Background: an optimization exercise with open tools, aiming at small area, a short achievable clock period and few clock cycles. Do not read the settings as production practice.
Only simulation tests tie the RTL to the original design; equivalence was not proved.
Power is estimated from default activity; no workload was simulated.

--- design.v ---
`timescale 1ns / 1ps
package dfr_pkg;
    localparam int unsigned MIN_FRAME_BYTES = 1 + 4 + 1 + 2 + 4;
    localparam int unsigned HEADER_BYTES    = 8;
    localparam int unsigned MIC_BYTES       = 4;
    localparam logic [31:0] CRC_INIT     = 32'hFFFF_FFFF;
    localparam logic [31:0] CRC_POLY     = 32'hEDB8_8320;
    localparam logic [7:0]  FOPTS_MASK   = 8'h0F;
    localparam logic [7:0]  VERSION_MASK = 8'h03;
    typedef enum logic [1:0] {
        KIND_OPTION  = 2'd0,
        KIND_PAYLOAD = 2'd1,
        KIND_SUMMARY = 2'd2
    } kind_t;
    typedef enum logic [2:0] {
        ST_OK       = 3'd0,
        ST_SHORT    = 3'd1,
        ST_MISMATCH = 3'd2,
        ST_OVERRUN  = 3'd3,
        ST_TOO_LONG = 3'd4
    } status_t;
    typedef struct packed {
        kind_t       kind;
        logic [7:0]  byte_value;
        status_t     status;
        logic [2:0]  message_type;
        logic [1:0]  major_version;
        logic [31:0] device_address;
        logic [7:0]  frame_control;
        logic [15:0] frame_counter;
        logic [7:0]  payload_length;
        logic        last_of_run;
    } result_t;
    localparam int unsigned RESULT_W = 2 + 8 + 3 + 3 + 2 + 32 + 8 + 16 + 8 + 1;
    typedef struct packed {
        logic    byte_valid;
        logic    sum_valid;
        result_t byte_res;
        result_t sum_res;
    } push_t;
endpackage
`timescale 1ns / 1ps
`timescale 1ns / 1ps
`timescale 1ns / 1ps
module mac_frame_deframer_crc32 (
    input  logic        clk,
    input  logic        rst_n,
    input  logic        in_valid,
    output logic        in_ready,
    input  logic [7:0]  in_data,
    input  logic        in_eof,
    output logic        out_valid,
    input  logic        out_ready,
    output logic [1:0]  out_kind,
    output logic [7:0]  out_byte_value,
    output logic [2:0]  out_status,
    output logic [2:0]  out_message_type,
    output logic [1:0]  out_major_version,
    output logic [31:0] out_device_address,
    output logic [7:0]  out_frame_control,
    output logic [15:0] out_frame_counter,
    output logic [7:0]  out_payload_length,
    output logic        out_last_of_run
);
    localparam logic [31:0] CRC_POLY    = 32'hEDB8_8320;
    localparam logic [31:0] CRC_RESIDUE = 32'hDEBB_20E3;
    localparam logic [2:0] ST_OK = 3'd0, ST_SHORT = 3'd1, ST_MISMATCH = 3'd2,
                           ST_OVERRUN = 3'd3, ST_TOO_LONG = 3'd4;
    function automatic [31:0] crc32_byte(input [31:0] crc_in, input [7:0] data);
        integer k;
        begin
            crc32_byte = crc_in ^ {24'd0, data};
            for (k = 0; k < 8; k = k + 1)
            begin
                if (crc32_byte[0])
                    crc32_byte = (crc32_byte >> 1) ^ CRC_POLY;
                else
                    crc32_byte = crc32_byte >> 1;
            end
        end
    endfunction
    logic        rdy;                   
    logic        ov;                    
    logic        gs;                    
    logic [7:0]  g_n;                   
    logic [7:0]  dl0, dl1, dl2, dl3;    
    logic        fresh;                 
    logic        first;                 
    logic        hcap;                  
    logic        body;                  
    logic [7:0]  cnt;                   
    logic [31:0] crc;
    logic [7:0]  hdr0_n, hdr5_n;
    logic [31:0] hdr_addr_n;
    logic [15:0] hdr_cnt_n;
    logic [3:0]  nopt;
    logic       r_v, r_pay, r_lor;
    logic [7:0] r_byte;
    logic       k_v, k_pay, k_lor;
    logic [7:0] k_byte;
    logic       sp1, sp2, sv, q2;
    logic       s_chk;                  
    logic       s_ovr;
    logic [2:0] s_status;
    logic [7:0] s_plen;
    logic [3:0] s_vc;                   
    logic       take, push, pop_r, pop_s, eof_t, busy, load_s, load_q;
    logic       r_v_n, k_v_n, sp1_n, sv_n, q2_n, ge3_n;
    logic [4:0] optlim;
    logic       pay;
    assign take   = in_valid && rdy;
    assign eof_t  = take && in_eof;
    assign push   = take && body;
    assign nopt   = ~hdr5_n[3:0];
    assign optlim = 5'd12 + {1'b0, nopt};
    assign pay    = {3'd0, optlim} <= cnt;
    assign pop_r  = out_ready && r_v;
    assign pop_s  = out_ready && !r_v && sv;
    assign busy   = sp1 || sp2 || sv || q2;
    assign load_s = eof_t && !busy;
    assign load_q = q2 && !sp1 && !sp2 && !sv;
    assign r_v_n = k_v || push || (r_v && !out_ready);
    assign k_v_n = r_v && !out_ready && (k_v || push);
    assign sp1_n = load_s;
    assign sv_n  = sp2 || load_q || (sv && !pop_s);
    assign q2_n  = (q2 && !load_q) || (eof_t && busy);
    assign ge3_n = take ? (!in_eof && (cnt >= 8'd2)) : (cnt >= 8'd3);
    always_ff @(posedge clk or negedge rst_n)
    begin
        if (!rst_n)
        begin
            rdy   <= 1'b0;
            ov    <= 1'b0;
            r_v   <= 1'b0;
            k_v   <= 1'b0;
            sp1   <= 1'b0;
            sp2   <= 1'b0;
            sv    <= 1'b0;
            q2    <= 1'b0;
            cnt   <= 8'd0;
            fresh <= 1'b0;
            first <= 1'b0;
            hcap  <= 1'b0;
            body  <= 1'b0;
        end
        else
        begin
            rdy   <= !k_v_n && !((sp1_n || sp1 || sv_n || q2_n) && (ge3_n || q2_n));
            ov    <= r_v_n || sv_n;
            r_v   <= r_v_n;
            k_v   <= k_v_n;
            sp1   <= sp1_n;
            sp2   <= sp1;
            sv    <= sv_n;
            q2    <= q2_n;
            fresh <= take;
            if (take)
            begin
                first <= !in_eof && (cnt == 8'd0);
                hcap  <= !in_eof && (cnt >= 8'd3) && (cnt <= 8'd10);
                body  <= !in_eof && (cnt >= 8'd11) && (cnt <= 8'd253);
                if (in_eof)
                    cnt <= 8'd0;
                else if (cnt != 8'd255)
                    cnt <= cnt + 8'd1;
            end
            else
                hcap <= 1'b0;
        end
    end
    always_ff @(posedge clk)
    begin
        gs <= !r_v_n;
        for (int i = 0; i < 8; i++)
            g_n[i] <= !(!r_v_n && !load_q && (s_vc > 4'(i)));
    end
    always_ff @(posedge clk)
    begin
        if (take)
        begin
            dl0 <= dl1;
            dl1 <= dl2;
            dl2 <= dl3;
            dl3 <= in_data;
        end
    end
    always_ff @(posedge clk)
    begin
        if (fresh)
        begin
            crc <= crc32_byte(crc | {32{first}}, dl3);
        end
        if (hcap)
        begin
            case (cnt[2:0])
                3'd4: hdr0_n <= ~dl0;
                3'd5: hdr_addr_n[7:0] <= ~dl0;
                3'd6: hdr_addr_n[15:8] <= ~dl0;
                3'd7: hdr_addr_n[23:16] <= ~dl0;
                3'd0: hdr_addr_n[31:24] <= ~dl0;
                3'd1: hdr5_n <= ~dl0;
                3'd2: hdr_cnt_n[7:0] <= ~dl0;
                default: hdr_cnt_n[15:8] <= ~dl0;
            endcase
        end
    end
    always_ff @(posedge clk)
    begin
        if (!r_v || out_ready)
        begin
            if (k_v)
            begin
                r_pay  <= k_pay;
                r_lor  <= k_lor;
                r_byte <= k_byte;
            end
            else if (body)
            begin
                r_pay  <= pay;
                r_lor  <= !in_eof;
                r_byte <= dl0;
            end
            else
            begin
                r_pay  <= 1'b0;
                r_lor  <= 1'b1;
                r_byte <= 8'd0;
            end
        end
        if (!k_v)
        begin
            k_pay  <= pay;
            k_lor  <= !in_eof;
            k_byte <= dl0;
        end
    end
    logic       mm;
    logic [8:0] plen_d;                 
    assign mm     = crc != CRC_RESIDUE;
    assign plen_d = {1'b0, s_plen} - 9'd11 - {5'd0, nopt};
    always_ff @(posedge clk)
    begin
        if (load_s || load_q)
        begin
            s_vc  <= load_q ? 4'd0 :
                     (cnt >= 8'd11) ? 4'd8 : (cnt >= 8'd4) ? 4'(cnt - 8'd3) : 4'd0;
            s_chk <= !load_q && (cnt != 8'd255) && (cnt >= 8'd11);
        end
        if (sp1)
            s_ovr <= plen_d[8];
        if (load_s || load_q || (sp2 && s_chk && (mm || s_ovr)))
        begin
            if (load_q)
                s_status <= ST_SHORT;
            else if (sp2)
                s_status <= mm ? ST_MISMATCH : ST_OVERRUN;
            else if (cnt == 8'd255)
                s_status <= ST_TOO_LONG;
            else if (cnt < 8'd11)
                s_status <= ST_SHORT;
            else
                s_status <= ST_OK;
        end
        if (load_s || load_q || sp1 || (sp2 && s_chk && (mm || s_ovr)))
        begin
            if (load_q || sp2)
                s_plen <= 8'd0;
            else if (sp1)
                s_plen <= s_chk ? plen_d[7:0] : 8'd0;
            else
                s_plen <= cnt;
        end
    end
    assign in_ready           = rdy;
    assign out_valid          = ov;
    assign out_kind           = {gs, r_pay};
    assign out_byte_value     = r_byte;
    assign out_last_of_run    = r_lor;
    assign out_status         = s_status & {3{gs}};
    assign out_payload_length = s_plen & ~g_n;
    assign out_message_type   = ~(hdr0_n[7:5] | {3{g_n[0]}});
    assign out_major_version  = ~(hdr0_n[1:0] | {2{g_n[0]}});
    assign out_device_address = ~(hdr_addr_n | {{8{g_n[4]}}, {8{g_n[3]}}, {8{g_n[2]}}, {8{g_n[1]}}});
    assign out_frame_control  = ~(hdr5_n | {8{g_n[5]}});
    assign out_frame_counter  = ~(hdr_cnt_n | {{8{g_n[7]}}, {8{g_n[6]}}});
endmodule
--- flow/run.sh ---
#!/bin/bash
# The standard layout, with the smallest buffer on each port.
set -euo pipefail
export BUFFER_PORTS_ARGS="-buffer_cell sky130_fd_sc_hd__buf_1"
bash standard.sh > standard_flow.log 2>&1
--- standard.sh ---
#!/bin/bash
# synth_recipe.tcl (not shown) runs the flow's synth.tcl, then flattens the netlist and writes it again
# the make line also repeats each setting of config.mk as NAME=value (left out here)
make -C /OpenROAD-flow-scripts/flow DESIGN_CONFIG=/design/flow/config.mk WORK_HOME=/design/flow/orfs CLKGATE_MAP_FILE= SYNTH_SCRIPT=/design/flow/synth_recipe.tcl "${@:-finish}"
--- config.mk ---
export PLATFORM = sky130hd
export DESIGN_NAME = mac_frame_deframer_crc32
export DESIGN_NICKNAME = mac_frame_deframer_crc32
export VERILOG_FILES = /design/flow/design.v
export SDC_FILE = /design/flow/constraint.sdc
export NUM_CORES = 4
export LEC_CHECK = 0
export CAP_MARGIN = 20
export CORE_MARGIN = 2
export CORE_UTILIZATION = 45
export CTS_BUF_LIST = sky130_fd_sc_hd__clkbuf_4 sky130_fd_sc_hd__clkbuf_8
export GPL_ROUTABILITY_DRIVEN = 1
export PLACE_DENSITY = 0.65
export SETUP_SLACK_MARGIN = 2.6
export SLEW_MARGIN = 20
--- constraint.sdc ---
create_clock -name core_clock -period 5.0 [get_ports {clk}]
set_input_delay 1.0000 -clock core_clock [delete_from_list [all_inputs] [get_ports {clk}]]
set_output_delay 1.0000 -clock core_clock [all_outputs]
set_load 0.01 [all_outputs]
==> results of run 1 <==
==> routing by layer <==
| metal | GRT usage, % | vias to the layer above | share of wire (%) |
|---|---|---|---|
| met5 | 0 | - | 0 |
| met4 | 5.63 | 0 | 1.4 |
| met3 | 3.98 | 15 | 4.5 |
| met2 | 30.7 | 154 | 51 |
| met1 | 22.4 | 2481 | 43 |
| li1 | - | 2463 | - |
==> area by class of cell <==
type / instances / area [sq um]
fill: 1639 / 9050
timing repair inverter: 1 / 5.00
clock inverter: 14 / 160
clock buffer: 17 / 234
timing repair buffer: 114 / 493
inverter: 37 / 143
tap: 234 / 293
sequential: 191 / 5550
multi-input combinational: 401 / 2720
==> power breakdown <==
| group | internal [mW] | switching, mW |
|---|---|---|
| Sequential | 2.38 | 0.362 |
| Clock | 0.452 | 0.553 |
| Combinational | 1.40 | 1.56 |
| Total | 4.23 | 2.47 |
==> sequential cells by signal, indices dropped and copies added, names as in the netlist, 3 cells and up <==
register    flops
hdr5_n          8
cnt             8
dl1             8
g_n             8
s_vc            4
k_byte          8
hdr0_n          5
s_plen          8
dl2             8
r_byte          8
dl0             8
crc            32
s_status        3
hdr_addr_n     32
dl3             8
hdr_cnt_n      16
==> through the flow <==
step                total power, mW  cell area [sq um]
detailed placement             5.66               9050
global placement               5.59               9050
floorplan                      5.02               8530
finish                         6.70               9590
global route                   7.13               9590
CTS                            6.68               9460
==> cell families after synthesis <==
family,Yosys count,share of synthesized area [%]
AO/OA/AOI/OAI,56,4.37
XOR/XNOR,111,12.5
adder cells (fa/ha/maj),20,3.03
buffers and inverters,67,3.37
flip-flops,191,65.2
multiplexers,2,0.250
AND/OR/NAND/NOR,212,11.3
==> final timing paths <==
path | start | slack [ps] | to | depth (start not counted)
hold / removal | dl1[7] | 430 | dl0[7] | 0
max in group asynchronous | rst_n | 4160 | ov | 1
setup / recovery | hdr5_n[3] | 2660 | out_frame_control[3] | 3
setup reg to reg | hdr5_n[1] | 2730 | s_plen[5] | 12
hold reg to reg | dl1[7] | 430 | dl0[7] | 0
min in group asynchronous | rst_n | 490 | sp2 | 1
==> what timing repair did <==
action                                  CTS  global route
cloned                                    1             0
gates resized for setup                   2             5
endpoints found under the setup margin   17            12
pin swaps                                 0             2
setup buffers                             0            15
==> cells in the final DEF (no fill, tap or decap), types with 3 or more instances in the layout <==
cell | synthesis | final
edfxtp_1 | 162 | 162
nor2_1 | 125 | 124
buf_1 | 2 | 96
xnor2_1 | 81 | 81
inv_1 | 36 | 34
xor2_1 | 22 | 22
dfrtp_1 | 20 | 20
nand2_1 | 20 | 19
ha_1 | 19 | 18
clkbuf_8 | 0 | 17
buf_4 | 5 | 17
a21oi_1 | 15 | 13
o21ai_0 | 12 | 11
a22o_1 | 10 | 10
nor3_1 | 10 | 10
nor2b_1 | 9 | 9
and2_1 | 9 | 9
dfxtp_1 | 9 | 8
nand3_1 | 8 | 7
nand2b_1 | 6 | 6
a22oi_1 | 6 | 6
or3_1 | 5 | 5
and3_1 | 5 | 5
clkinvlp_4 | 0 | 4
nor4_1 | 4 | 4
xnor2_2 | 3 | 3
nor2_2 | 2 | 3
xnor2_4 | 3 | 3
clkinv_1 | 1 | 3
nand4_1 | 3 | 3
nor4b_1 | 3 | 3
inv_6 | 0 | 3
==> flow_summary.yaml, run 1 <==
floorplanning:
  rows: 50
  die_y_um: 141
  io_pins: 98
  core_sq_um: 18600
  start_util_pct: 45.6
  die_x_um: 141
  dieArea_sq_um: 20000
setup_path:
  worstPathCellList: "buf_4 > nor2_1 > buf_1"
  cp-end-kind: "primary output"
  cp_max_fo: 3
  slowest_stage: "edfxtp_1"
  critPathTopFamily: "flip-flops"
  critPathKind: "reg -> out"
  slowest_delay_ps: 480
  arrival_ps: 1340
  startpoint_type: "flip-flop"
  path_buf_inv: 2
  required_ps: 4000
global_routing:
  grt_max_degree: 33
  grt_first_pass_wirelength_um: 27100
  globalRoute.totalOverflow: 0
  grtUsageTotal_pct: 17.8
  grt_pass1_vias: 5146
  antenna_found_initial: 0
synth:
  seq_area_frac_synth_pct: 65.2
  synth_common_cells: "edfxtp_1 (162), nor2_1 (125), xnor2_1 (81)"
  synth_top_area_share_pct: 57.2
  synth_area_leaders: "edfxtp_1 (57%), xnor2_1 (8.3%), dfrtp_1 (5.9%), nor2_1 (5.5%), ha_1 (2.8%)"
  synthesis.area_sq_um: 8510
  avgSynthCellArea_sq_um: 12.9
  synth_edf_count: 162
  synth-main-ff-cell: "edfxtp_1"
  syn_inst: 659
  ys_async_sr_fraction_pct: 10.5
  synth_top_cell_by_area: "edfxtp_1"
  yosysMostFrequentCell: "edfxtp_1"
  synth-seq-cells: 191
  synth_cell_types: 46
  synth_nets: 692
  synth_warnings: 1
sta:
  setup_violations: 0
  max_freq_ghz: 0.428
  relSlewSlack_pct: 49.1
  period_share_pct: 46.8
  whs_ps: 426
  worst_slack_ps: 2660
  skew_ps: 14.2
  hold_viol: 0
  rsz0062_at_grt: "false"
  timing.final.crit_period_ps: 2340
  final.setup.tns_ps: 0
  worst_slew_pin_slew_ps: 760
  finalMaxSlewViolations: 0
layout:
  nets: 796
  utilization_pct: 51.4
  instances_no_fill: 1009
  drive_gt1_share_pct: 9.03
  antenna_cells: 0
  syn_to_final_growth_pct: 12.8
power_and_ir_drop:
  p_leak_nw: 3.50
  power_density_nw_per_um2: 699
  ir_drop_uv: 652
clock_network:
  root_buffer: "clkbuf_8"
  cts_max_level: 4
  clk_latency_ps: 450
  cts_tree: "built"
  clockBufferDepth: 2
  cts_hold_buf: 0
  cts_buffers: 17
  clk_pin_slew_ps: 90
  cts_sinks: 191
run_status:
  status: "complete, no violations"
placed_design:
  pre_cts_ws_ps: 1990
  place_congestion: 0.808
  dp_cells: 962
  port_buffers: 97
  dp_hpwl_um: 12500
drt:
  vias_per_cell: 5.07
  wl_per_cell_um: 17.2
  drcViolationCount: 0
  dr.pass1.iters: 4
  drt_iter0_markers: 366
  routed-via-count: 5113
  antenna_left: 0
  routed_wl_um: 17300
worst_hold_path:
  hold_path.class: "reg -> reg"
job:
  drv_cap: 0
Testbench counts, summed over its fixed seeds: cycles 71,984.
==> inputs of run 2 (changes only) <==
==> flow/run.sh (replaced) <==
#!/bin/bash
# The standard layout, with the smallest buffer on each port and no dummy
# loads in the clock tree.
set -euo pipefail
export BUFFER_PORTS_ARGS="-buffer_cell sky130_fd_sc_hd__buf_1"
export CTS_ARGS="-sink_clustering_enable -repair_clock_nets -dont_use_dummy_load -buf_list {sky130_fd_sc_hd__clkbuf_4 sky130_fd_sc_hd__clkbuf_8}"
bash standard.sh > standard_flow.log 2>&1
--- a/config.mk
+++ b/config.mk
@@ -7,9 +7,9 @@
 export LEC_CHECK = 0
 export CAP_MARGIN = 20
 export CORE_MARGIN = 2
-export CORE_UTILIZATION = 45
+export CORE_UTILIZATION = 60
 export CTS_BUF_LIST = sky130_fd_sc_hd__clkbuf_4 sky130_fd_sc_hd__clkbuf_8
 export GPL_ROUTABILITY_DRIVEN = 1
-export PLACE_DENSITY = 0.65
+export PLACE_DENSITY = 0.75
 export SETUP_SLACK_MARGIN = 2.6
 export SLEW_MARGIN = 20
==> flow_summary.yaml, run 2 <==
run_status:
  status: "complete, no violations"
setup_path:
  critPathTopFamily: "buffers and inverters"
  critPathKind: "reg -> out"
  required_ps: 4000
  startpoint_type: "flip-flop"
  arrival_ps: 1360
  worstPathCellList: "buf_4 > buf_4 > nor2_1 > clkbuf_2"
  cp-end-kind: "primary output"
  slowest_delay_ps: 410
  path_buf_inv: 3
  slowest_stage: "edfxtp_1"
  path_common_cell: "buf_4"
  cp_max_fo: 2
drt:
  antenna_left: 0
  wl_per_cell_um: 17.9
  drcViolationCount: 0
  routed_wl_um: 16800
  drt_iter0_markers: 416
  routed-via-count: 5125
  vias_per_cell: 5.46
  dr.pass1.iters: 4
synth:
  syn_inst: 659
  synth_cell_types: 46
  synth-main-ff-cell: "edfxtp_1"
  synth_top_cell_by_area: "edfxtp_1"
  ys_async_sr_fraction_pct: 10.5
  synth-seq-cells: 191
  synth_common_cells: "edfxtp_1 (162), nor2_1 (125), xnor2_1 (81)"
  synthesis.area_sq_um: 8510
  synth_nets: 692
  synth_top_area_share_pct: 57.2
  seq_area_frac_synth_pct: 65.2
  synth_edf_count: 162
  synth_warnings: 1
  synth_area_leaders: "edfxtp_1 (57%), xnor2_1 (8.3%), dfrtp_1 (5.9%), nor2_1 (5.5%), ha_1 (2.8%)"
  yosysMostFrequentCell: "edfxtp_1"
  avgSynthCellArea_sq_um: 12.9
clock_network:
  cts_max_level: 4
  clk_latency_ps: 460
  cts_hold_buf: 0
  clockBufferDepth: 2
  cts_tree: "built"
  cts_sinks: 191
  clk_pin_slew_ps: 90
  root_buffer: "clkbuf_8"
  cts_buffers: 17
placed_design:
  placed_cell_area_sq_um: 8980
  dp_hpwl_um: 12100
  place_congestion: 0.859
  port_buffers: 97
layout:
  syn_to_final_growth_pct: 9.91
  antenna_cells: 0
  drive_gt1_share_pct: 7.65
  nFillCells: 1010
  nets: 793
  fin_area_sq_um: 9350
  most-common-layout-cells: "edfxtp_1 (162), nor2_1 (124), buf_1 (95)"
  final_common_cell: "edfxtp_1"
  largestRegisters: "crc: 32 flops, hdr_addr_n: 32 flops, hdr_cnt_n: 16 flops"
sta:
  worst_slew_pin_slew_ps: 761
  relSlewSlack_pct: 49.0
  setup_violations: 0
  finalMaxSlewViolations: 0
  skew_ps: 26.2
  rsz0062_at_grt: "true"
  period_share_pct: 47.2
  max_freq_ghz: 0.424
  final.setup.tns_ps: 0
  timing.final.crit_period_ps: 2360
  hold_viol: 0
global_routing:
  grt_first_pass_wirelength_um: 25700
  grt_pass1_vias: 4980
  antenna_found_initial: 0
  grt_max_degree: 38
  globalRoute.totalOverflow: 0
  grtUsageTotal_pct: 23.1
power_and_ir_drop:
  p_switching_mw: 2.37
  ir_drop_uv: 776
  p_comb_share_pct: 46.2
  p_leak_nw: 3.42
  clkPwrFrac_pct: 11.6
  swShare_pct: 36.7
  p_int_mw: 4.07
  pwr-share-seq_pct: 42.3
  power_density_nw_per_um2: 689
floorplanning:
  die_x_um: 123
  dieArea_sq_um: 15100
  die_y_um: 123
  rows: 43
  io_pins: 98
  start_util_pct: 61.3
  core_sq_um: 13900
job:
  drv_cap: 0
worst_hold_path:
  hold_path.class: "reg -> reg"
==> run 2: cell types whose count changed in the layout (fill, tap and decap cells not counted), moves of 2 or more <==
cell / before / now
buf_4: 17 / 14
bufinv_16: 2 / 0
clkinv_1: 3 / 1
clkinvlp_4: 4 / 1
inv_6: 3 / 0
inv_8: 2 / 0
==> run 2: cell type report <==
cell class              count  area, sq um  area share (%)
flip-flops and latches    191         5550            59.3
multi-input cells         401         2730            29.1
repair buffers            111          472            5.05
clock buffers              17          234            2.50
well taps                 180          225            2.41
inverters                  37          143            1.53
repair inverters            1         5.00          0.0535
==> run 2: layer usage <==
layer  track usage (%)  share of wire [%]  up-vias
met5                 0                  0        -
met4              9.16                2.1        0
met3              4.06                4.6       27
met2              40.5                 52      161
met1              28.6                 42     2500
li1                  -                  -     2437
==> run 2: timing repair <==
item,in CTS,in global routing
gates cloned,1,0
setup endpoints to repair,9,11
gates resized for setup,0,10
buffers inserted,1,11
pin swaps,0,2
==> run 2: through the flow <==
stage / utilization [%] / instances / hold slack [ps] / power (mW) / setup WS (ps)
6_report: 67.4 / 938 / 392 / 6.44 / 2640
5_1_grt: 67.4 / 938 / 405 / 6.86 / 2560
4_1_cts: 66.5 / 927 / 399 / 6.39 / 2600
3_5_place_dp: 64.7 / 908 / 405 / 5.64 / 2040
3_3_place_gp: 64.7 / 908 / 401 / 5.56 / 2120
2_1_floorplan: - / 659 / 400 / 5.02 / 2590
==> run 2: final timing paths <==
| path | cells past startpoint | end | startpoint | slack [ps] |
|---|---|---|---|---|
| worst max-delay path | 4 | out_frame_control[1] | hdr5_n[1] | 2640 |
| worst min-delay path | 0 | dl1[5] | dl2[5] | 390 |
| worst max register to register | 10 | s_plen[6] | hdr5_n[2] | 2680 |
| worst min register to register | 0 | dl1[5] | dl2[5] | 390 |
| max in group asynchronous | 1 | body | rst_n | 4140 |
| min in group asynchronous | 1 | ov | rst_n | 510 |
==> run 2: power groups by stage <==
stage / clock [mW] / combinational, mW / sequential, mW
after floorplan: 0 / 2.46 / 2.56
after global placement: 0 / 2.79 / 2.77
after detailed placement: 0 / 2.86 / 2.79
after CTS: 0.758 / 2.88 / 2.75
after global routing: 0.817 / 3.27 / 2.77
final: 0.745 / 2.97 / 2.72
==> run 2: kinds of logic after synthesis <==
logic type / share of synthesized area (%)
adders and majority gates: 3.03
and+or+nand+nor: 11.3
xor gates and xnor gates: 12.5
buffers and inverters: 3.37
muxes: 0.250
AOI/OAI and AO/OA: 4.37
DFF: 65.2
==> inputs of run 3 (changes only) <==
--- a/config.mk
+++ b/config.mk
@@ -11,5 +11,5 @@
 export CTS_BUF_LIST = sky130_fd_sc_hd__clkbuf_4 sky130_fd_sc_hd__clkbuf_8
 export GPL_ROUTABILITY_DRIVEN = 1
 export PLACE_DENSITY = 0.75
-export SETUP_SLACK_MARGIN = 2.6
+export SETUP_SLACK_MARGIN = 2.75
 export SLEW_MARGIN = 20
==> flow_summary.yaml, run 3 <==
sta:
  max_freq_ghz: 0.444
  period_share_pct: 45.0
  skew_ps: 28.1
  worst_slew_pin_slew_ps: 758
  timing.final.crit_period_ps: 2250
  rsz0062_at_grt: "true"
  final.setup.tns_ps: 0
  finalMaxSlewViolations: 0
  setup_violations: 0
  whs_ps: 413
  hold_viol: 0
  relSlewSlack_pct: 49.2
  worst_slack_ps: 2750
layout:
  drive_gt1_share_pct: 11.2
  fin_area_sq_um: 9480
  nFillCells: 1022
  antenna_cells: 0
  syn_to_final_growth_pct: 11.4
  most-common-layout-cells: "edfxtp_1 (162), nor2_1 (122), buf_1 (91)"
  final_common_cell: "edfxtp_1"
  largestRegisters: "crc: 32 flops, hdr_addr_n: 32 flops, hdr_cnt_n: 16 flops"
  instances_no_fill: 940
  nets: 795
  utilization_pct: 68.3
floorplanning:
  io_pins: 98
  dieArea_sq_um: 15100
  start_util_pct: 61.3
  core_sq_um: 13900
  die_x_um: 123
  die_y_um: 123
  rows: 43
global_routing:
  grt_pass1_vias: 4987
  globalRoute.totalOverflow: 0
  grt_first_pass_wirelength_um: 25900
  antenna_found_initial: 0
  grtUsageTotal_pct: 23.4
  grt_max_degree: 33
synth:
  synth_nets: 692
  ys_async_sr_fraction_pct: 10.5
  synth_common_cells: "edfxtp_1 (162), nor2_1 (125), xnor2_1 (81)"
  yosysMostFrequentCell: "edfxtp_1"
  synth-main-ff-cell: "edfxtp_1"
  syn_inst: 659
  avgSynthCellArea_sq_um: 12.9
  synth_top_cell_by_area: "edfxtp_1"
  synthesis.area_sq_um: 8510
  seq_area_frac_synth_pct: 65.2
  synth_cell_types: 46
  synth_top_area_share_pct: 57.2
  synth_warnings: 1
  synth_area_leaders: "edfxtp_1 (57%), xnor2_1 (8.3%), dfrtp_1 (5.9%), nor2_1 (5.5%), ha_1 (2.8%)"
  synth_edf_count: 162
  synth-seq-cells: 191
power_and_ir_drop:
  p_leak_nw: 3.46
  ir_drop_uv: 678
  power_density_nw_per_um2: 687
  p_total_mw: 6.51
drt:
  antenna_left: 0
  vias_per_cell: 5.51
  drcViolationCount: 0
  routed_wl_um: 16800
  drt_iter0_markers: 439
  wl_per_cell_um: 17.9
  dr.pass1.iters: 5
  routed-via-count: 5177
setup_path:
  cp-end-kind: "flip-flop"
  slowest_stage: "edfxtp_1"
  arrival_ps: 2440
  path_common_cell: "inv_2"
  rrSetupSlack_ps: 2750
  required_ps: 5180
  path_buf_inv: 3
  startpoint_type: "flip-flop"
  worstPathCellList: "inv_2 > ha_4 > inv_2 > ha_4 > inv_2 > fa_2 > nor2b_2 > o21ai_2 > nand2b_1 > xnor2_1 > a22oi_1 > nor2_1"
  cp_max_fo: 2
  slowest_delay_ps: 420
  critPathTopFamily: "adder cells"
  critPathKind: "reg -> reg"
clock_network:
  cts_max_level: 4
  cts_hold_buf: 0
  cts_sinks: 191
  clk_pin_slew_ps: 80
  cts_tree: "built"
  clk_latency_ps: 470
  root_buffer: "clkbuf_8"
  cts_buffers: 17
  clockBufferDepth: 2
placed_design:
  dp_hpwl_um: 11900
  pre_cts_ws_ps: 2100
  place_congestion: 0.852
  port_buffers: 97
  placed_cell_area_sq_um: 9010
  dp_cells: 908
worst_hold_path:
  hold_path.class: "reg -> reg"
job:
  drv_cap: 0
run_status:
  status: "complete, no violations"
## run 3: changes by cell type in the layout (fill, tap and decap cells not counted), moves of 4 or more
cell     delta
dfxtp_2     +7
dfxtp_1     -7
o21ai_0     -4
buf_1       -4
## run 3: routing by layer
metal	vias to the layer above	GRT usage, %	routed length (um)	part of all wire [%]
met1	2543	29.4	6980	41
met3	25	3.83	745	4.4
li1	2450	-	-	-
met4	0	8.88	310	1.8
met5	-	0	0	0
met2	159	40.8	8800	52
## run 3: power by group
| part | switching, mW | internal, mW |
|---|---|---|
| Sequential | 0.377 | 2.39 |
| Clock | 0.446 | 0.301 |
| Combinational | 1.57 | 1.42 |
| Total | 2.39 | 4.11 |
## run 3: layout make-up
class / count / area [sq um] / area share [%]
Sequential cell: 191 / 5560 / 58.6
Multi-Input combinational cell: 401 / 2820 / 29.8
Timing Repair Buffer: 113 / 492 / 5.19
Clock buffer: 17 / 234 / 2.47
Tap cell: 180 / 225 / 2.38
Inverter: 37 / 143 / 1.51
Timing Repair inverter: 1 / 5.00 / 0.0528
## run 3: final timing paths
kind	from	endpoint	cells after the start
worst min register to register	dl2[7]	dl1[7]	0
worst max register to register	hdr5_n[1]	s_plen[5]	12
min in group asynchronous	rst_n	sv	1
worst max-delay path	hdr5_n[1]	s_plen[5]	12
max in group asynchronous	rst_n	first	1
worst min-delay path	dl2[7]	dl1[7]	0
## run 3: repair_timing
action                     CTS  global route
gates resized for setup     20            18
buffers inserted             9             5
gates cloned                 1             0
setup endpoints to repair   71            36
pin swaps                    7            15
## run 3: cells by family after synthesis
group | count (synthesis) | synth area share [%]
and+or+nand+nor | 212 | 11.3
AOI/OAI and AO/OA | 56 | 4.37
adders and majority gates | 20 | 3.03
DFF | 191 | 65.2
xor gates and xnor gates | 111 | 12.5
buffers and inverters | 67 | 3.37
muxes | 2 | 0.250
==> inputs of run 4 (changes only) <==
--- a/design.v
+++ b/design.v
@@ -88,6 +88,8 @@
     logic        first;                 
     logic        hcap;                  
     logic        body;                  
+    logic        rb;                    
+    logic        rl;                    
     logic [7:0]  cnt;                   
     logic [31:0] crc;
     logic [7:0]  hdr0_n, hdr5_n;
@@ -105,31 +107,35 @@
     logic [7:0] s_plen;
     logic [3:0] s_vc;                   
     logic       take, push, pop_r, pop_s, eof_t, busy, load_s, load_q;
-    logic       r_v_n, k_v_n, sp1_n, sv_n, q2_n, ge3_n;
+    logic       r_v_n, k_v_n, sp1_n, sv_n, q2_n, ge3_n, rdy_n, body_n;
     logic [4:0] optlim;
     logic       pay;
     assign take   = in_valid && rdy;
     assign eof_t  = take && in_eof;
-    assign push   = take && body;
+    assign push   = in_valid && rb;
     assign nopt   = ~hdr5_n[3:0];
     assign optlim = 5'd12 + {1'b0, nopt};
     assign pay    = {3'd0, optlim} <= cnt;
     assign pop_r  = out_ready && r_v;
     assign pop_s  = out_ready && !r_v && sv;
     assign busy   = sp1 || sp2 || sv || q2;
-    assign load_s = eof_t && !busy;
+    assign load_s = in_valid && in_eof && rl;
     assign load_q = q2 && !sp1 && !sp2 && !sv;
     assign r_v_n = k_v || push || (r_v && !out_ready);
     assign k_v_n = r_v && !out_ready && (k_v || push);
     assign sp1_n = load_s;
     assign sv_n  = sp2 || load_q || (sv && !pop_s);
     assign q2_n  = (q2 && !load_q) || (eof_t && busy);
+    assign rdy_n  = !k_v_n && !((sp1_n || sp1 || sv_n || q2_n) && (ge3_n || q2_n));
+    assign body_n = take ? (!in_eof && (cnt >= 8'd11) && (cnt <= 8'd253)) : body;
     assign ge3_n = take ? (!in_eof && (cnt >= 8'd2)) : (cnt >= 8'd3);
     always_ff @(posedge clk or negedge rst_n)
     begin
         if (!rst_n)
         begin
             rdy   <= 1'b0;
+            rb    <= 1'b0;
+            rl    <= 1'b0;
             ov    <= 1'b0;
             r_v   <= 1'b0;
             k_v   <= 1'b0;
@@ -145,7 +151,9 @@
         end
         else
         begin
-            rdy   <= !k_v_n && !((sp1_n || sp1 || sv_n || q2_n) && (ge3_n || q2_n));
+            rdy   <= rdy_n;
+            rb    <= rdy_n && body_n;
+            rl    <= rdy_n && !(sp1_n || sp1 || sv_n || q2_n);
             ov    <= r_v_n || sv_n;
             r_v   <= r_v_n;
             k_v   <= k_v_n;
@@ -158,7 +166,7 @@
             begin
                 first <= !in_eof && (cnt == 8'd0);
                 hcap  <= !in_eof && (cnt >= 8'd3) && (cnt <= 8'd10);
-                body  <= !in_eof && (cnt >= 8'd11) && (cnt <= 8'd253);
+                body  <= body_n;
                 if (in_eof)
                     cnt <= 8'd0;
                 else if (cnt != 8'd255)
@@ -214,7 +222,7 @@
                 r_lor  <= k_lor;
                 r_byte <= k_byte;
             end
-            else if (body)
+            else if (rb)
             begin
                 r_pay  <= pay;
                 r_lor  <= !in_eof;
@@ -237,7 +245,7 @@
     logic       mm;
     logic [8:0] plen_d;                 
     assign mm     = crc != CRC_RESIDUE;
-    assign plen_d = {1'b0, s_plen} - 9'd11 - {5'd0, nopt};
+    assign plen_d = {1'b0, s_plen} - {5'd0, nopt};
     always_ff @(posedge clk)
     begin
         if (load_s || load_q)
@@ -268,7 +276,7 @@
             else if (sp1)
                 s_plen <= s_chk ? plen_d[7:0] : 8'd0;
             else
-                s_plen <= cnt;
+                s_plen <= cnt - 8'd11;
         end
     end
     assign in_ready           = rdy;
--- a/config.mk
+++ b/config.mk
@@ -11,5 +11,5 @@
 export CTS_BUF_LIST = sky130_fd_sc_hd__clkbuf_4 sky130_fd_sc_hd__clkbuf_8
 export GPL_ROUTABILITY_DRIVEN = 1
 export PLACE_DENSITY = 0.75
-export SETUP_SLACK_MARGIN = 2.75
+export SETUP_SLACK_MARGIN = 2.6
 export SLEW_MARGIN = 20
==> flow_summary.yaml, run 4 <==
synth:
  synth_top_area_share_pct: 56.0
  synth_nets: 710
  yosysMostFrequentCell: "edfxtp_1"
  synth_edf_count: 162
  synth_cell_types: 61
  synth_top_cell_by_area: "edfxtp_1"
  synth-seq-cells: 193
  ys_async_sr_fraction_pct: 11.4
  synth_warnings: 1
  syn_inst: 681
  avgSynthCellArea_sq_um: 12.7
  seq_area_frac_synth_pct: 64.4
  synth_common_cells: "edfxtp_1 (162), nor2_1 (121), xnor2_1 (78)"
  synth_area_leaders: "edfxtp_1 (56%), xnor2_1 (7.9%), dfrtp_1 (6.3%), nor2_1 (5.2%), xor2_1 (2.3%)"
  synth-main-ff-cell: "edfxtp_1"
  synthesis.area_sq_um: 8680
setup_path:
  slowest_delay_ps: 420
  startpoint_type: "flip-flop"
  arrival_ps: 1300
  slowest_stage: "dfxtp_1"
  worstPathCellList: "nor2_1 > buf_1"
  required_ps: 4000
  critPathKind: "reg -> out"
  cp-end-kind: "primary output"
  cp_max_fo: 9
floorplanning:
  rows: 43
  core_sq_um: 14000
  dieArea_sq_um: 15400
  die_y_um: 124
  die_x_um: 124
  io_pins: 98
  start_util_pct: 62.1
global_routing:
  grt_first_pass_wirelength_um: 26800
  grtUsageTotal_pct: 22.4
  grt_max_degree: 41
  globalRoute.totalOverflow: 0
  grt_pass1_vias: 5233
  antenna_found_initial: 0
clock_network:
  clockBufferDepth: 2
  cts_max_level: 4
  cts_hold_buf: 0
  clk_pin_slew_ps: 70
  root_buffer: "clkbuf_8"
  cts_sinks: 193
  cts_tree: "built"
  cts_buffers: 17
  clk_latency_ps: 470
placed_design:
  place_congestion: 0.847
  pre_cts_ws_ps: 2180
  dp_hpwl_um: 12400
  port_buffers: 97
layout:
  antenna_cells: 0
  final_common_cell: "edfxtp_1"
  most-common-layout-cells: "edfxtp_1 (162), nor2_1 (121), buf_1 (97)"
  nFillCells: 1042
  nets: 798
  syn_to_final_growth_pct: 8.59
  largestRegisters: "crc: 32 flops, hdr_addr_n: 32 flops, hdr_cnt_n: 16 flops"
  drive_gt1_share_pct: 6.00
sta:
  period_share_pct: 45.9
  rsz0062_at_grt: "false"
  hold_viol: 0
  worst_slew_pin_slew_ps: 684
  final.setup.tns_ps: 0
  skew_ps: 30.8
  max_freq_ghz: 0.436
  relSlewSlack_pct: 54.3
  setup_violations: 0
  whs_ps: 422
  finalMaxSlewViolations: 0
  timing.final.crit_period_ps: 2300
  worst_slack_ps: 2700
job:
  drv_cap: 0
power_and_ir_drop:
  p_leak_nw: 3.43
  power_density_nw_per_um2: 684
  ir_drop_uv: 822
drt:
  vias_per_cell: 5.60
  routed_wl_um: 16800
  drt_iter0_markers: 444
  antenna_left: 0
  dr.pass1.iters: 5
  routed-via-count: 5301
  wl_per_cell_um: 17.8
  drcViolationCount: 0
worst_hold_path:
  hold_path.class: "reg -> reg"
run_status:
  status: "complete, no violations"
-- run 4: repair_timing --
action | in CTS | in global routing
resized for setup | 1 | 5
setup buffers | 5 | 0
endpoints found under the setup margin | 10 | 9
-- run 4: worst max-delay path, delay by kind of cell (launching register included) --
| kind | cells | cell delay [ps] |
|---|---|---|
| DFF | 1 | 420 |
| and+or+nand+nor | 1 | 240 |
| buffers and inverters | 1 | 190 |
-- run 4: metal layers --
layer,share of wire [%],GRT usage [%],vias to the layer above
li1,-,-,2513
met1,41,28.2,2580
met2,53,38.6,179
met3,4.5,4.08,29
met4,1.9,8.86,0
met5,0,0,-
-- run 4: area by class of cell --
cell class                      instances  area, sq um  area share (%)
Timing Repair Buffer                  105          424            4.50
Sequential cell                       193         5600            59.4
Tap cell                              180          225            2.39
Multi-Input combinational cell        419         2810            29.8
Clock buffer                           17          234            2.48
Inverter                               33          138            1.46
-- run 4: where the power goes --
part	total (mW)	internal [mW]	switching, mW	leakage (nW)
Sequential	2.78	2.42	0.360	1.91
Combinational	2.92	1.38	1.54	1.40
Clock	0.748	0.301	0.447	0.122
Total	6.44	4.10	2.35	3.43
-- run 4: stage by stage --
stage	power, mW	std cells	cell area (sq um)	util (%)
after floorplan	5.07	681	8690	-
after global placement	5.59	925	9130	65.2
after detailed placement	5.69	925	9130	65.2
after CTS	6.47	947	9400	67.2
after global routing	6.86	947	9430	67.4
final	6.44	947	9430	67.4
-- run 4: kinds of logic (layout without fill, tap and decap cells) --
group	count (synthesis)	after routing	synth area share [%]
fa+ha+maj	16	16	2.39
xor+xnor	109	109	12.1
flops	193	193	64.4
compound gates	71	71	5.59
simple gates	223	223	12.1
buf+inv	69	155	3.43
-- run 4: worst paths after layout --
| check | depth (start not counted) | slack [ps] | start | endpoint |
|---|---|---|---|---|
| setup / recovery | 2 | 2700 | g_n[7] | out_frame_counter[14] |
| hold / removal | 0 | 420 | dl1[7] | dl0[7] |
| setup reg to reg | 6 | 2770 | crc[6] | s_plen[1] |
| hold reg to reg | 0 | 420 | dl1[7] | dl0[7] |
| max in group asynchronous | 2 | 4230 | rst_n | first |
| min in group asynchronous | 2 | 510 | rst_n | cnt[0] |
Testbench counts of run 4, summed over its fixed seeds: cycles 71,984.
==> inputs of run 5 (changes only) <==
--- a/config.mk
+++ b/config.mk
@@ -11,5 +11,5 @@
 export CTS_BUF_LIST = sky130_fd_sc_hd__clkbuf_4 sky130_fd_sc_hd__clkbuf_8
 export GPL_ROUTABILITY_DRIVEN = 1
 export PLACE_DENSITY = 0.75
-export SETUP_SLACK_MARGIN = 2.6
+export SETUP_SLACK_MARGIN = 2.85
 export SLEW_MARGIN = 20
==> flow_summary.yaml, run 5 <==
clock_network:
  cts_sinks: 193
  cts_buffers: 17
  root_buffer: "clkbuf_8"
  clk_latency_ps: 460
  clk_pin_slew_ps: 80
  cts_tree: "built"
  clockBufferDepth: 2
  cts_max_level: 4
synth:
  synth_nets: 710
  avgSynthCellArea_sq_um: 12.7
  ys_async_sr_fraction_pct: 11.4
  synth-main-ff-cell: "edfxtp_1"
  synth-seq-cells: 193
  synth_top_area_share_pct: 56.0
  synth_common_cells: "edfxtp_1 (162), nor2_1 (121), xnor2_1 (78)"
  synth_cell_types: 61
  yosysMostFrequentCell: "edfxtp_1"
  syn_inst: 681
  synth_warnings: 1
  synthesis.area_sq_um: 8680
  synth_top_cell_by_area: "edfxtp_1"
  synth_area_leaders: "edfxtp_1 (56%), xnor2_1 (7.9%), dfrtp_1 (6.3%), nor2_1 (5.2%), xor2_1 (2.3%)"
  synth_edf_count: 162
  seq_area_frac_synth_pct: 64.4
sta:
  worst_slew_pin_slew_ps: 660
  max_freq_ghz: 0.434
  period_share_pct: 46.1
  final.setup.tns_ps: 0
  rsz0062_at_grt: "true"
  finalMaxSlewViolations: 0
  setup_violations: 0
  timing.final.crit_period_ps: 2310
  relSlewSlack_pct: 55.9
  hold_viol: 0
  skew_ps: 32.0
setup_path:
  worst-path-stages: 3
  worstPathCellList: "buf_2 > nor2_1 > clkbuf_2"
  arrival_ps: 1310
  path_buf_inv: 2
  r2r_start: "crc[8]"
  startpoint_type: "flip-flop"
  rr_endpoint: "s_plen[7]"
  slowest_stage: "dfxtp_4"
  slowest_delay_ps: 370
  r2r_cells: 6
  cp-end-kind: "primary output"
  rrSetupSlack_ps: 2780
  cp_max_fo: 6
  critPathTopFamily: "flip-flops"
  critPathKind: "reg -> out"
  required_ps: 4000
drt:
  vias_per_cell: 5.57
  dr.pass1.iters: 4
  routed_wl_um: 17800
  wl_per_cell_um: 18.3
  antenna_left: 0
  drcViolationCount: 0
  drt_iter0_markers: 426
  routed-via-count: 5416
floorplanning:
  io_pins: 98
  die_y_um: 124
  die_x_um: 124
  rows: 43
  core_sq_um: 14000
  start_util_pct: 62.1
  dieArea_sq_um: 15400
global_routing:
  antenna_found_initial: 0
  grt_max_degree: 41
  globalRoute.totalOverflow: 0
  grtUsageTotal_pct: 22.4
  grt_first_pass_wirelength_um: 27000
  grt_pass1_vias: 5207
placed_design:
  place_congestion: 0.941
  port_buffers: 97
  dp_hpwl_um: 12300
layout:
  final_common_cell: "edfxtp_1"
  nets: 823
  antenna_cells: 0
  multi_input_area_sq_um: 2940
  utilization_pct: 70.9
  largestRegisters: "crc: 32 flops, hdr_addr_n: 32 flops, hdr_cnt_n: 16 flops"
  drive_gt1_share_pct: 22.5
  most-common-layout-cells: "edfxtp_1 (162), nor2_1 (98), xnor2_1 (76)"
  syn_to_final_growth_pct: 14.2
  nFillCells: 995
  seq_area_sq_um: 5630
power_and_ir_drop:
  power_density_nw_per_um2: 685
  pwr-share-seq_pct: 41.0
  clkPwrFrac_pct: 11.1
  p_comb_share_pct: 47.9
  swShare_pct: 36.0
  p_leak_nw: 3.81
  p_total_mw: 6.80
  p_int_mw: 4.35
  p_switching_mw: 2.45
  ir_drop_uv: 829
job:
  drv_cap: 0
worst_hold_path:
  hold_start: "dl2[5]"
  hold_path.class: "reg -> reg"
  hold_end: "dl1[5]"
  holdPathStages: 0
run_status:
  status: "complete, no violations"
run 5: changes by cell type in the layout (fill, tap and decap cells not counted), sizes merged:
cell,previous run,this run
clkinv,0,1
clkbuf,17,49
buf,105,98
bufinv,1,0
run 5: stage by stage:
step	hold slack (ps)	setup slack [ps]	std cells	area, sq um
floorplan	400	2810	681	8690
global placement	402	2310	925	9130
detailed placement	405	2230	925	9130
CTS	422	2790	957	9580
global route	424	2670	972	9910
finish	425	2690	972	9910
run 5: kinds of logic after synthesis:
group / count (synthesis) / share of synthesized area (%)
fa+ha+maj: 16 / 2.39
xor+xnor: 109 / 12.1
flops: 193 / 64.4
simple gates: 223 / 12.1
compound gates: 71 / 5.59
buf+inv: 69 / 3.43
run 5: power by group through the flow:
stage,Combinational [mW],Clock [mW],Sequential [mW]
after detailed placement,2.83,0,2.86
after global routing,3.57,0.823,2.83
after CTS,3.00,0.763,2.79
final,3.26,0.752,2.79
after global placement,2.75,0,2.85
after floorplan,2.47,0,2.60
run 5: worst reg2reg max path: cells and delay by family, from the launching register on:
| kind | cells | cell delay (ps) |
|---|---|---|
| AO/OA/AOI/OAI | 1 | 170 |
| flip-flops | 1 | 430 |
| AND/OR/NAND/NOR | 5 | 1350 |
run 5: final cells by class:
type | count | share of cell area, %
flip-flops and latches | 193 | 56.8
multi-input cells | 419 | 29.7
repair buffers | 130 | 7.54
clock buffers | 17 | 2.36
well taps | 180 | 2.27
inverters | 33 | 1.38
run 5: how the worst max path moves through the flow:
stage | start | end | slack, ps
after floorplan | in_valid | rb | 2810
after global placement | in_valid | rb | 2310
after detailed placement | in_valid | rb | 2230
after CTS | crc[24] | s_plen[5] | 2790
after global routing | g_n[1] | out_device_address[7] | 2670
final | g_n[1] | out_device_address[7] | 2690
run 5: timing repair:
action / in CTS / in global routing
hold buffers: 0 / 0
gates resized for setup: 50 / 100
buffers inserted: 15 / 15
pin swaps: 4 / 8
setup endpoints to repair: 94 / 92
run 5: routing by layer:
layer / vias to the layer above / share of wire (%) / global-route usage (%) / wire [um]
met2: 211 / 52 / 37.9 / 9320
met4: 0 / 2.3 / 8.46 / 402
li1: 2556 / - / - / -
met1: 2620 / 40 / 29.2 / 7160
met3: 29 / 5.0 / 4.04 / 889
met5: - / 0 / 0 / 0
==> inputs of run 6 (changes only) <==
--- a/config.mk
+++ b/config.mk
@@ -11,5 +11,5 @@
 export CTS_BUF_LIST = sky130_fd_sc_hd__clkbuf_4 sky130_fd_sc_hd__clkbuf_8
 export GPL_ROUTABILITY_DRIVEN = 1
 export PLACE_DENSITY = 0.75
-export SETUP_SLACK_MARGIN = 2.85
+export SETUP_SLACK_MARGIN = 2.75
 export SLEW_MARGIN = 20
==> flow_summary.yaml, run 6 <==
global_routing:
  grt_first_pass_wirelength_um: 26900
  globalRoute.totalOverflow: 0
  grt_max_degree: 41
  grt_pass1_vias: 5268
  grtUsageTotal_pct: 22.5
  antenna_found_initial: 0
sta:
  worst_slew_pin_slew_ps: 642
  period_share_pct: 44.3
  max_freq_ghz: 0.451
  hold_viol: 0
  rsz0062_at_grt: "true"
  final.setup.tns_ps: 0
  worst_slack_ps: 2780
  setup_violations: 0
  timing.final.crit_period_ps: 2220
  relSlewSlack_pct: 57.1
  finalMaxSlewViolations: 0
  skew_ps: 28.6
setup_path:
  critPathKind: "reg -> out"
  cp-end-kind: "primary output"
  slowest_stage: "dfxtp_2"
  cp_max_fo: 9
  arrival_ps: 1220
  path_buf_inv: 1
  required_ps: 4000
  startpoint_type: "flip-flop"
  slowest_delay_ps: 380
  critPathTopFamily: "flip-flops"
  worstPathCellList: "nor2_1 > buf_1"
synth:
  synth-main-ff-cell: "edfxtp_1"
  synth_edf_count: 162
  synthesis.area_sq_um: 8680
  syn_inst: 681
  synth_warnings: 1
  yosysMostFrequentCell: "edfxtp_1"
  synth-seq-cells: 193
  synth_cell_types: 61
  synth_common_cells: "edfxtp_1 (162), nor2_1 (121), xnor2_1 (78)"
  synth_area_leaders: "edfxtp_1 (56%), xnor2_1 (7.9%), dfrtp_1 (6.3%), nor2_1 (5.2%), xor2_1 (2.3%)"
  avgSynthCellArea_sq_um: 12.7
  synth_nets: 710
  ys_async_sr_fraction_pct: 11.4
  seq_area_frac_synth_pct: 64.4
  synth_top_area_share_pct: 56.0
  synth_top_cell_by_area: "edfxtp_1"
floorplanning:
  die_x_um: 124
  dieArea_sq_um: 15400
  io_pins: 98
  die_y_um: 124
  rows: 43
  core_sq_um: 14000
  start_util_pct: 62.1
placed_design:
  placed_cell_area_sq_um: 9130
  place_congestion: 0.847
  dp_hpwl_um: 12400
  pre_cts_ws_ps: 2180
  port_buffers: 97
layout:
  fin_area_sq_um: 9520
  multi_input_area_sq_um: 2830
  largestRegisters: "crc: 32 flops, hdr_addr_n: 32 flops, hdr_cnt_n: 16 flops"
  most-common-layout-cells: "edfxtp_1 (162), nor2_1 (121), buf_1 (94)"
  antenna_cells: 0
  syn_to_final_growth_pct: 9.60
  seq_area_sq_um: 5610
  drive_gt1_share_pct: 8.65
  nFillCells: 1028
  nets: 806
  final_common_cell: "edfxtp_1"
run_status:
  status: "complete, no violations"
clock_network:
  cts_max_level: 4
  clockBufferDepth: 2
  clk_pin_slew_ps: 70
  cts_buffers: 17
  cts_tree: "built"
  root_buffer: "clkbuf_8"
  clk_latency_ps: 460
  cts_sinks: 193
drt:
  antenna_left: 0
  drt_iter0_markers: 465
  routed_wl_um: 16900
  dr.pass1.iters: 5
  routed-via-count: 5367
  vias_per_cell: 5.62
  wl_per_cell_um: 17.7
  drcViolationCount: 0
worst_hold_path:
  hold_path.class: "reg -> reg"
job:
  drv_cap: 0
power_and_ir_drop:
  power_density_nw_per_um2: 683
  ir_drop_uv: 822
  p_leak_nw: 3.48
==> run 6: cell counts after synthesis <==
No cell type changed its count.
==> run 6: repair_timing <==
item                                    in CTS  in global routing
hold buffers                                 0                  0
endpoints found under the setup margin      57                 25
resized for setup                           12                 10
setup buffers                                8                  5
pin swaps                                    1                  5
==> run 6: cells by family (layout without fill, tap and decap cells) <==
family | count (synthesis) | in the layout | share of synthesized area, %
AO/OA/AOI/OAI | 71 | 71 | 5.59
XOR/XNOR | 109 | 109 | 12.1
adder cells (fa/ha/maj) | 16 | 16 | 2.39
buffers and inverters | 69 | 163 | 3.43
flip-flops | 193 | 193 | 64.4
AND/OR/NAND/NOR | 223 | 223 | 12.1
==> run 6: layer usage <==
metal | up-vias | share of wire (%) | wire length (um) | global-route usage, %
met5 | - | 0 | 0 | 0
met1 | 2642 | 40 | 6840 | 28.3
li1 | 2522 | - | - | -
met4 | 0 | 1.6 | 279 | 8.92
met2 | 181 | 53 | 8980 | 38.8
met3 | 22 | 4.8 | 819 | 4.08
==> run 6: power breakdown <==
group | switching, mW | internal, mW | leakage, nW
Clock | 0.446 | 0.301 | 0.122
Sequential | 0.357 | 2.42 | 1.91
Combinational | 1.56 | 1.41 | 1.45
Total | 2.36 | 4.13 | 3.48
==> run 6: worst paths after layout <==
kind	from	endpoint	slack, ps	cells after the start
min in group asynchronous	rst_n	hcap	510	2
setup / recovery	g_n[7]	out_frame_counter[14]	2780	2
hold / removal	dl1[6]	dl0[6]	420	0
setup reg to reg	crc[12]	s_plen[1]	2830	6
max in group asynchronous	rst_n	first	4220	2
hold reg to reg	dl1[6]	dl0[6]	420	0
==> run 6: final cells by class <==
type | count | area share [%]
sequential | 193 | 58.9
multi-input combinational | 419 | 29.7
tap | 180 | 2.37
clock buffer | 17 | 2.46
inverter | 33 | 1.43
timing repair buffer | 113 | 5.13
==> run 6: worst register-to-register path, stage by stage, from the launching register on <==
cell      delay, ps
edfxtp_1        420
and4bb_1        280
nand4_1         100
or4_4           530
o211ai_2        180
nand3_2          90
or2_4           310
==> run 6: metrics by stage <==
step | hold WS, ps | power [mW] | util, % | cells
final | 423 | 6.49 | 68.0 | 955
after global routing | 438 | 6.91 | 68.0 | 955
after CTS | 423 | 6.51 | 67.6 | 950
after detailed placement | 405 | 5.69 | 65.2 | 925
after global placement | 403 | 5.59 | 65.2 | 925
after floorplan | 400 | 5.07 | - | 681
==> inputs of run 7 (changes only) <==
--- a/config.mk
+++ b/config.mk
@@ -10,6 +10,7 @@
 export CORE_UTILIZATION = 60
 export CTS_BUF_LIST = sky130_fd_sc_hd__clkbuf_4 sky130_fd_sc_hd__clkbuf_8
 export GPL_ROUTABILITY_DRIVEN = 1
+export GPL_TIMING_DRIVEN = 1
 export PLACE_DENSITY = 0.75
 export SETUP_SLACK_MARGIN = 2.75
 export SLEW_MARGIN = 20
==> flow_summary.yaml, run 7 <==
drt:
  routed-via-count: 5367
  wl_per_cell_um: 17.7
  vias_per_cell: 5.62
  dr.pass1.iters: 5
  drt_iter0_markers: 465
  antenna_left: 0
  drcViolationCount: 0
  routed_wl_um: 16900
sta:
  worst_slew_pin_slew_ps: 642
  timing.final.crit_period_ps: 2220
  hold_viol: 0
  max_freq_ghz: 0.451
  skew_ps: 28.6
  setup_violations: 0
  rsz0062_at_grt: "true"
  whs_ps: 423
  final.setup.tns_ps: 0
  relSlewSlack_pct: 57.1
  period_share_pct: 44.3
  finalMaxSlewViolations: 0
setup_path:
  cp_max_fo: 9
  slowest_stage: "dfxtp_2"
  cp-end-kind: "primary output"
  rrSetupSlack_ps: 2830
  rr_endpoint: "s_plen[1]"
  r2r_start: "crc[12]"
  r2r_cells: 6
  critPathKind: "reg -> out"
  startpoint_type: "flip-flop"
  slowest_delay_ps: 380
  required_ps: 4000
  arrival_ps: 1220
  worstPathCellList: "nor2_1 > buf_1"
clock_network:
  cts_max_level: 4
  root_buffer: "clkbuf_8"
  clockBufferDepth: 2
  clk_pin_slew_ps: 70
  cts_buffers: 17
  cts_tree: "built"
  cts_sinks: 193
  clk_latency_ps: 460
synth:
  synth-main-ff-cell: "edfxtp_1"
  yosysMostFrequentCell: "edfxtp_1"
  syn_inst: 681
  synth-seq-cells: 193
  synth_top_cell_by_area: "edfxtp_1"
  avgSynthCellArea_sq_um: 12.7
  synth_cell_types: 61
  seq_area_frac_synth_pct: 64.4
  synth_area_leaders: "edfxtp_1 (56%), xnor2_1 (7.9%), dfrtp_1 (6.3%), nor2_1 (5.2%), xor2_1 (2.3%)"
  synth_edf_count: 162
  synth_common_cells: "edfxtp_1 (162), nor2_1 (121), xnor2_1 (78)"
  synth_warnings: 1
  synthesis.area_sq_um: 8680
  synth_nets: 710
  ys_async_sr_fraction_pct: 11.4
  synth_top_area_share_pct: 56.0
floorplanning:
  dieArea_sq_um: 15400
  die_x_um: 124
  io_pins: 98
  rows: 43
  die_y_um: 124
  core_sq_um: 14000
  start_util_pct: 62.1
global_routing:
  use_met1_pct: 28.3
  busiest_layer: "met2"
  grt_pass1_vias: 5268
  grt_first_pass_wirelength_um: 26900
  grt_max_degree: 41
  gr-usage-met2_pct: 38.8
  grtUsageTotal_pct: 22.5
  globalRoute.totalOverflow: 0
  antenna_found_initial: 0
  met3_usage_pct: 4.08
layout:
  nets: 806
  nFillCells: 1028
  drive_gt1_share_pct: 8.65
  seq_area_sq_um: 5610
  antenna_cells: 0
  final_common_cell: "edfxtp_1"
  most-common-layout-cells: "edfxtp_1 (162), nor2_1 (121), buf_1 (94)"
  largestRegisters: "crc: 32 flops, hdr_addr_n: 32 flops, hdr_cnt_n: 16 flops"
  syn_to_final_growth_pct: 9.60
  utilization_pct: 68.0
  multi_input_area_sq_um: 2830
placed_design:
  port_buffers: 97
  dp_hpwl_um: 12400
  place_congestion: 0.847
worst_hold_path:
  hold_path.class: "reg -> reg"
  hold_end: "dl0[6]"
  holdPathStages: 0
  hold_start: "dl1[6]"
power_and_ir_drop:
  power_density_nw_per_um2: 683
  ir_drop_uv: 822
  p_leak_nw: 3.48
run_status:
  status: "complete, no violations"
job:
  drv_cap: 0
run 7: worst max path at each step:
stage	startpoint	endpoint	slack, ps	cells after the start
after floorplan	in_valid	rb	2780	7
after global placement	in_valid	rb	2280	8
after detailed placement	in_valid	rb	2180	8
after CTS	crc[9]	s_plen[3]	2750	6
after global routing	crc[8]	s_plen[2]	2710	6
final	g_n[7]	out_frame_counter[14]	2780	2
run 7: critical path: cells and delay by family, from the launching register on:
family        cells  cell delay, ps
simple gates      1             210
flops             1             380
buf+inv           1             180
run 7: cells by family (layout without fill, tap and decap cells):
kind of cell / Yosys count / count (layout) / share of synthesized area (%)
simple gates: 223 / 223 / 12.1
flops: 193 / 193 / 64.4
xor+xnor: 109 / 109 / 12.1
compound gates: 71 / 71 / 5.59
buf+inv: 69 / 163 / 3.43
fa+ha+maj: 16 / 16 / 2.39
run 7: timing repair:
| action | 4_1_cts | 5_1_grt |
|---|---|---|
| pin swaps | 1 | 5 |
| resized for setup | 12 | 10 |
| hold buffers | 0 | 0 |
| setup endpoints to repair | 57 | 25 |
| buffers inserted | 8 | 5 |
run 7: final cells by class:
type                    instances  share of cell area [%]
flip-flops and latches        193                    58.9
multi-input cells             419                    29.7
repair buffers                113                    5.13
clock buffers                  17                    2.46
well taps                     180                    2.37
inverters                      33                    1.43
run 7: report_power, final:
group	switching [mW]	internal, mW	leakage (nW)	total, mW
Clock	0.446	0.301	0.122	0.747
Sequential	0.357	2.42	1.91	2.78
Combinational	1.56	1.41	1.45	2.97
run 7: routing by layer:
metal / up-vias / wire length [um]
li1: 2522 / -
met1: 2642 / 6840
met2: 181 / 8980
met3: 22 / 819
met4: 0 / 279
met5: - / 0
run 7: per-stage QoR:
step	setup slack (ps)	instances	instance area [sq um]	power (mW)
CTS	2750	950	9460	6.51
global placement	2280	925	9130	5.59
floorplan	2780	681	8690	5.07
finish	2780	955	9520	6.49
global route	2710	955	9520	6.91
detailed placement	2180	925	9130	5.69
==> inputs of run 8 (changes only) <==
--- a/design.v
+++ b/design.v
@@ -83,6 +83,7 @@
     logic        ov;                    
     logic        gs;                    
     logic [7:0]  g_n;                   
+    logic        gp;                    
     logic [7:0]  dl0, dl1, dl2, dl3;    
     logic        fresh;                 
     logic        first;                 
@@ -181,6 +182,7 @@
         gs <= !r_v_n;
         for (int i = 0; i < 8; i++)
             g_n[i] <= !(!r_v_n && !load_q && (s_vc > 4'(i)));
+        gp <= !r_v_n && !load_q && s_vc[3];
     end
     always_ff @(posedge clk)
     begin
@@ -285,7 +287,7 @@
     assign out_byte_value     = r_byte;
     assign out_last_of_run    = r_lor;
     assign out_status         = s_status & {3{gs}};
-    assign out_payload_length = s_plen & ~g_n;
+    assign out_payload_length = s_plen & {8{gp}};
     assign out_message_type   = ~(hdr0_n[7:5] | {3{g_n[0]}});
     assign out_major_version  = ~(hdr0_n[1:0] | {2{g_n[0]}});
     assign out_device_address = ~(hdr_addr_n | {{8{g_n[4]}}, {8{g_n[3]}}, {8{g_n[2]}}, {8{g_n[1]}}});
--- a/config.mk
+++ b/config.mk
@@ -10,7 +10,6 @@
 export CORE_UTILIZATION = 60
 export CTS_BUF_LIST = sky130_fd_sc_hd__clkbuf_4 sky130_fd_sc_hd__clkbuf_8
 export GPL_ROUTABILITY_DRIVEN = 1
-export GPL_TIMING_DRIVEN = 1
 export PLACE_DENSITY = 0.75
 export SETUP_SLACK_MARGIN = 2.75
 export SLEW_MARGIN = 20
==> flow_summary.yaml, run 8 <==
global_routing:
  grt_pass1_vias: 5108
  grt_max_degree: 43
  antenna_found_initial: 0
  grt_first_pass_wirelength_um: 26100
  globalRoute.totalOverflow: 0
  grtUsageTotal_pct: 21.7
sta:
  timing.final.crit_period_ps: 2190
  hold_viol: 0
  worst_slack_ps: 2810
  worst_slew_pin_slew_ps: 612
  setup_violations: 0
  relSlewSlack_pct: 59.2
  rsz0062_at_grt: "true"
  period_share_pct: 43.7
  max_freq_ghz: 0.457
  finalMaxSlewViolations: 0
  skew_ps: 32.9
  final.setup.tns_ps: 0
setup_path:
  arrival_ps: 1190
  worstPathCellList: "nor2_1 > buf_1"
  r2r_cells: 6
  required_ps: 4000
  critPathKind: "reg -> out"
  slowest_delay_ps: 390
  rr_endpoint: "s_plen[1]"
  rrSetupSlack_ps: 2830
  slowest_stage: "edfxtp_1"
  cp_max_fo: 1
  cp-end-kind: "primary output"
  r2r_start: "crc[12]"
  startpoint_type: "flip-flop"
job:
  drv_cap: 0
synth:
  synthesis.area_sq_um: 8690
  avgSynthCellArea_sq_um: 12.8
  synth_edf_count: 162
  synth_common_cells: "edfxtp_1 (162), nor2_1 (121), xnor2_1 (72)"
  synth_top_area_share_pct: 56.0
  synth_top_cell_by_area: "edfxtp_1"
  ys_async_sr_fraction_pct: 11.3
  syn_inst: 678
  seq_area_frac_synth_pct: 64.6
  synth_area_leaders: "edfxtp_1 (56%), xnor2_1 (7.3%), dfrtp_1 (6.3%), nor2_1 (5.2%), xor2_1 (2.8%)"
  yosysMostFrequentCell: "edfxtp_1"
  synth_nets: 707
  synth-main-ff-cell: "edfxtp_1"
  synth-seq-cells: 194
  synth_warnings: 1
  synth_cell_types: 60
clock_network:
  root_buffer: "clkbuf_8"
  cts_tree: "built"
  cts_buffers: 17
  cts_hold_buf: 0
  clk_latency_ps: 460
  clk_pin_slew_ps: 80
  cts_sinks: 194
  cts_max_level: 4
  clockBufferDepth: 2
worst_hold_path:
  hold_end: "dl0[3]"
  hold_path.class: "reg -> reg"
  hold_start: "dl1[3]"
  holdPathStages: 0
run_status:
  status: "complete, no violations"
placed_design:
  port_buffers: 97
  place_congestion: 0.838
  placed_cell_area_sq_um: 9160
  pre_cts_ws_ps: 2450
  dp_cells: 924
  dp_hpwl_um: 12000
floorplanning:
  core_sq_um: 14000
  die_y_um: 124
  rows: 43
  die_x_um: 124
  io_pins: 98
  dieArea_sq_um: 15500
  start_util_pct: 62.1
layout:
  nets: 813
  seq_area_sq_um: 5620
  largestRegisters: "crc: 32 flops, hdr_addr_n: 32 flops, hdr_cnt_n: 16 flops"
  drive_gt1_share_pct: 9.21
  multi_input_area_sq_um: 2820
  nFillCells: 1005
  fin_area_sq_um: 9600
  instances_no_fill: 962
  final_common_cell: "edfxtp_1"
  most-common-layout-cells: "edfxtp_1 (162), nor2_1 (121), buf_1 (95)"
  syn_to_final_growth_pct: 10.6
  antenna_cells: 0
drt:
  dr.pass1.iters: 4
  drcViolationCount: 0
  drt_iter0_markers: 380
  routed_wl_um: 16600
  wl_per_cell_um: 17.3
  vias_per_cell: 5.52
  routed-via-count: 5307
  antenna_left: 0
power_and_ir_drop:
  ir_drop_uv: 792
  p_leak_nw: 3.55
  power_density_nw_per_um2: 693
==> run 8: worst max path at each step <==
stage	start	endpoint	slack (ps)
final	hdr_addr_n[14]	out_device_address[14]	2810
after global routing	hdr5_n[0]	s_plen[4]	2680
after CTS	gp	out_payload_length[7]	2750
after detailed placement	in_valid	cnt[7]	2450
after global placement	in_valid	cnt[7]	2460
after floorplan	in_valid	cnt[7]	2750
==> run 8: kinds of logic after synthesis <==
| kind of cell | after synthesis | synth area share, % |
|---|---|---|
| simple gates | 223 | 12.3 |
| flops | 194 | 64.6 |
| xor+xnor | 108 | 12.0 |
| compound gates | 71 | 5.44 |
| buf+inv | 66 | 3.30 |
| fa+ha+maj | 16 | 2.39 |
==> run 8: per-layer routing <==
| layer | part of all wire (%) | vias up | routed length, um | GRT usage [%] |
|---|---|---|---|---|
| li1 | - | 2550 | - | - |
| met1 | 42 | 2573 | 6920 | 27.4 |
| met2 | 52 | 150 | 8550 | 36.6 |
| met3 | 4.0 | 34 | 667 | 4.38 |
| met4 | 2.8 | 0 | 463 | 9.32 |
| met5 | 0 | - | 0 | 0 |
==> run 8: cell type report <==
class	count	area share [%]
Clock buffer	17	2.44
Inverter	32	1.52
Tap cell	180	2.34
Multi-Input combinational cell	418	29.3
Timing Repair Buffer	121	5.82
Sequential cell	194	58.5
==> run 8: power by group <==
group | leakage [nW] | internal, mW | switching, mW
logic | 1.50 | 1.53 | 1.62
registers | 1.92 | 2.45 | 0.321
clock network | 0.122 | 0.301 | 0.445
==> run 8: repair_timing <==
action | 4_1_cts | 5_1_grt
pin swaps | 0 | 7
setup endpoints to repair | 16 | 55
setup buffers | 5 | 16
hold endpoints to repair | 0 | 0
resized for setup | 3 | 11
gates cloned | 0 | 0
==> run 8: worst max-delay path, delay by kind of cell, from the launching register on <==
family	cells	cell delay (ps)
AND/OR/NAND/NOR	1	170
buffers and inverters	1	180
flip-flops	1	390
==> run 8: metrics by stage <==
stage / hold slack [ps] / utilization (%) / total power, mW
2_1_floorplan: 400 / - / 5.15
3_3_place_gp: 400 / 65.5 / 5.67
3_5_place_dp: 405 / 65.5 / 5.74
4_1_cts: 424 / 67.5 / 6.54
5_1_grt: 438 / 68.7 / 7.10
6_report: 421 / 68.7 / 6.66
Testbench counts of run 8, summed over its fixed seeds: cycles 71,984.

[static timing again, ports no longer ideal]
No port has a modelled driver above. Below, the same layouts with a new extraction and two added sets of constraints.
Step 1 assumes that a clkbuf_16 drives the clock port and a buf_2 every other input.
Step 2, shift: input delay + t, output delay - t, t = (earliest + latest rising clock arrival at the registers) / 2. This alone moves slack from input paths to output paths.
a / b / c = no drivers / after step 1 / after step 2; a / b = the first two.
| run | shift t [ns] | slack for setup (ns) |
|---|---|---|
| run 1 | 0.485 | 2.662 / 2.624 / 2.221 |
| run 2 | 0.480 | 2.642 / 2.607 / 2.275 |
| run 3 | 0.486 | 2.749 / 2.733 / 2.373 |
| run 4 | 0.484 | 2.705 / 2.668 / 2.316 |
| run 5 | 0.479 | 2.693 / 2.661 / 2.536 |
| run 6 | 0.483 | 2.785 / 2.746 / 2.439 |
| run 7 | 0.483 | 2.785 / 2.746 / 2.439 |
| run 8 | 0.479 | 2.813 / 2.775 / 2.422 |
After both steps setup and hold are still met in every run listed.
